This design comes from an exercise in tuning for small area, a short achievable clock period and few clock cycles on the open sky130 flow, not from production work.
Power and IR drop assume default switching activity.

Design text_command_line_parser_top, start of the top module:
module text_command_line_parser_top #(
    parameter int MAX_LINE_CHARS = 63
) (
    input  logic        clk,
    input  logic        rst_n,
    input  logic        rx_valid,
    output logic        rx_ready,
    input  logic [7:0]  rx_byte,
    output logic        cmd_valid,
    input  logic        cmd_ready,
    output logic [1:0]  cmd_kind,
    output logic [31:0] pitch_centideg,
    output logic [31:0] turn_rate_hz
);
    localparam int ADD_ARCH = 0;    
    logic       bv;
    logic [7:0] b;
    logic       rdy;
    logic [3:0] st;
    logic [3:0] st_n;
    logic       ended;
    logic       ended_n;
    logic [5:0] cnt;
    logic [5:0] cnt_n;
    logic [31:0] acc;
    logic        neg;
    logic        neg_n;
    logic        ovf;
    logic [1:0]  frac;
    logic [1:0]  frac_n;
    logic [1:0]  scl;
    logic [1:0]  scl_n;
    logic        nstep;
    logic        nstep_n;
    logic        post;        
    logic        negsel;      
    logic        selS;        
    logic        selT;        
    logic       vld;
    logic       vld_n;
    logic [1:0] okind;
    logic stall;
    logic fire;
    logic is_lf;
    logic is_digit;
    logic is_blank;
    logic is_sign;
    logic is_set;
    logic lead;
    logic kw_state;
    logic kw_last;
    logic num_init;
    logic ovf_clr;
    logic dig_step;
    logic emit;
    logic emit_now;
    logic [1:0] emit_kind;
    logic [1:0] emit_scl;
    logic is_num;
    assign stall = vld && (cnt >= 6'd4);
    assign fire  = bv && !stall;
    assign is_lf    = (b == tcp_pkg::CH_LF);
    assign is_digit = (b[7:4] == 4'h3) && (b[3:0] <= 4'd9);
    assign is_blank = (b == tcp_pkg::CH_SPACE) || (b == tcp_pkg::CH_TAB) ||
                      (b == tcp_pkg::CH_VT) || (b == tcp_pkg::CH_FF);
  ...
Size in the first run: about 80 I/O pins, about 6300 µm² of cells after synthesis.
export LEC_CHECK = 0
export CAP_MARGIN = 20
export CORE_MARGIN = 2
export CORE_UTILIZATION = 40
export SLEW_MARGIN = 20
create_clock -name core_clock -period 12.0 [get_ports {clk}]
standard.sh (not shown) runs the stock make flow with config.mk's settings and CLKGATE_MAP_FILE= SYNTH_SCRIPT=/design/flow/synth_recipe.tcl, a recipe that flattens the netlist after the stock synthesis.
==> flow/flow/run.sh <==
#!/bin/bash
# Standard ORFS layout (same SDC and clock period). Ports get buf_2 buffers, and
# timing repair aims for setup slack 9.0 ns at the design's period.
set -euo pipefail
bash standard.sh "BUFFER_PORTS_ARGS=-buffer_cell sky130_fd_sc_hd__buf_2" SETUP_SLACK_MARGIN=9.0  finish > standard_flow.log 2>&1
The first run completed with no timing, DRC or antenna violations.
Change:
==> flow/flow/run.sh (replaced) <==
#!/bin/bash
# Standard ORFS layout (same SDC and clock period). Ports get buf_2 buffers, and
# timing repair aims for setup slack 8.5 ns at the design's period.
set -euo pipefail
bash standard.sh "BUFFER_PORTS_ARGS=-buffer_cell sky130_fd_sc_hd__buf_2" SETUP_SLACK_MARGIN=8.5 CORE_UTILIZATION=60 finish > standard_flow.log 2>&1
Clock skew came out higher by 0.0035 ns.
Critical path depth does not change.
Global-route usage goes up by 7.5 points.
Routed wire length went down by roughly a tenth.
Fmax falls slightly.
Change:
==> flow/flow/run.sh (replaced) <==
#!/bin/bash
# Standard ORFS layout (same SDC and clock period). Ports get buf_2 buffers, and
# timing repair aims for setup slack 8.5 ns at the design's period.
set -euo pipefail
bash standard.sh "BUFFER_PORTS_ARGS=-buffer_cell sky130_fd_sc_hd__buf_2" SETUP_SLACK_MARGIN=8.5  finish > standard_flow.log 2>&1
=> The new run finished clean; final area rose by a few percent; sequential share of layout area goes down by 0.86 points; count of clock-buffer cells in the layout rose by 1; worst setup slack gets better by 0.026 ns; clock skew is lower by 0.0049 ns; via count came out lower by a few percent.
Change:
==> flow/flow/run.sh (replaced) <==
#!/bin/bash
# Standard ORFS layout (same SDC and clock period). Ports get buf_2 buffers, and
# timing repair aims for setup slack 8.5 ns at the design's period.
set -euo pipefail
bash standard.sh "BUFFER_PORTS_ARGS=-buffer_cell sky130_fd_sc_hd__buf_2" SETUP_SLACK_MARGIN=8.5 CTS_CLUSTER_SIZE=100 CTS_CLUSTER_DIAMETER=500 finish > standard_flow.log 2>&1
The changed run produced a clean layout.
Critical path depth does not change.
Setup slack is unchanged.
Sequential share of layout area is unchanged.
No functional check of the RTL was part of any run of this note.

Another version of the RTL of text_command_line_parser_top (not shown whole).
For scale: ~800 cells after synthesis, about 67 flip-flops.
clock: 12.0 ns
lec_check: 0
cap_margin: 20
core_margin: 2
core_utilization: 40
slew_margin: 20
==> flow/flow/run.sh <==
#!/bin/bash
# Standard ORFS layout (same SDC and clock period). Ports get buf_2 buffers instead of
# the default pick, and timing repair aims for setup slack 8.5 ns at the design's period.
set -euo pipefail
bash standard.sh "BUFFER_PORTS_ARGS=-buffer_cell sky130_fd_sc_hd__buf_2" SETUP_SLACK_MARGIN=8.5 finish > standard_flow.log 2>&1
The baseline produced a clean layout.
Edit:
==> flow/flow/run.sh (replaced) <==
#!/bin/bash
# Standard ORFS layout (same SDC and clock period). Ports get buf_1 buffers, and
# timing repair aims for setup slack 7.5 ns at the design's period.
set -euo pipefail
bash standard.sh "BUFFER_PORTS_ARGS=-buffer_cell sky130_fd_sc_hd__buf_1" SETUP_SLACK_MARGIN=7.5 "CTS_BUF_LIST=sky130_fd_sc_hd__clkbuf_4 sky130_fd_sc_hd__clkbuf_8" finish > standard_flow.log 2>&1
Synthesized area is unchanged.
Via count shrinks by 4.4%.
Die area does not change.
Non-clock buffer count falls by 25.
Clock skew rose by 0.0056 ns.
Clock-buffer cell count climbs by 3.
Sequential share of layout area rises by 2.5 points.
Register-to-register slack gets worse by 0.35 ns.
Cell count shrinks by 2.5%.
Edit:
==> flow/run.sh (new file) <==
#!/bin/bash
# synth_recipe.tcl (not shown) runs the flow's synth.tcl, then flattens the netlist and writes it again
# the make line also repeats each setting of config.mk as NAME=value (left out here)
make -C /OpenROAD-flow-scripts/flow DESIGN_CONFIG=/design/flow/config.mk WORK_HOME=/design/flow/orfs CLKGATE_MAP_FILE= SYNTH_SCRIPT=/design/flow/synth_recipe.tcl finish
removed: flow/flow/run.sh
removed: flow/standard.sh
Outcome:
- clock-buffer cell count goes down by 1
- cell area went up by 6.5%
- hold slack is worse by 0.0045 ns
- combinational power grows by 6.8%
- final cell count came out lower by about 0.47%
- setup slack degrades by 0.38 ns
- utilization is higher by 2.9 points
No run of this note included a check of the RTL's function; only the layout flow was run.

==> static timing again, ports no longer ideal <==
The flow's constraints put no driver on any port. The routed layouts listed below were extracted and timed again, unchanged, in two steps. Step 1 (the two cells are an assumption about what drives the block):
set clk [get_ports {clk}]
set_driving_cell -lib_cell sky130_fd_sc_hd__clkbuf_16 $clk
set_driving_cell -lib_cell sky130_fd_sc_hd__buf_2 [delete_from_list [all_inputs] $clk]
Step 2 adds t to the input delays and takes it off the output delays; t is the mean of the earliest and latest rising clock arrival at the registers after step 1. Input paths then give back, and output paths get back, about the clock's delay inside the block. Slacks: ideal / step 1 / step 2; pairs: ideal / step 1.
run | t, ns | setup slack, ns | hold slack, ns | worst setup path at the end
the first run of note 1 | 0.385 | 8.457 / 8.413 / 8.668 | 0.503 / 0.503 / 0.503 | register to register
the second run of note 1 | 0.401 | 8.424 / 8.391 / 8.587 | 0.500 / 0.500 / 0.500 | register to register
the third run of note 1 | 0.386 | 8.450 / 8.411 / 8.677 | 0.506 / 0.506 / 0.506 | register to register
the fourth run of note 1 | 0.386 | 8.450 / 8.411 / 8.677 | 0.506 / 0.506 / 0.506 | register to register
the first run of note 2 | 0.382 | 8.112 / 8.112 / 8.112 | 0.499 / 0.499 / 0.499 | register to register
the second run of note 2 | 0.393 | 7.762 / 7.762 / 7.762 | 0.501 / 0.501 / 0.501 | register to register
the third run of note 2 | 0.377 | 7.384 / 7.384 / 7.384 | 0.496 / 0.496 / 0.496 | register to register
After both steps setup and hold are still met in every run listed.
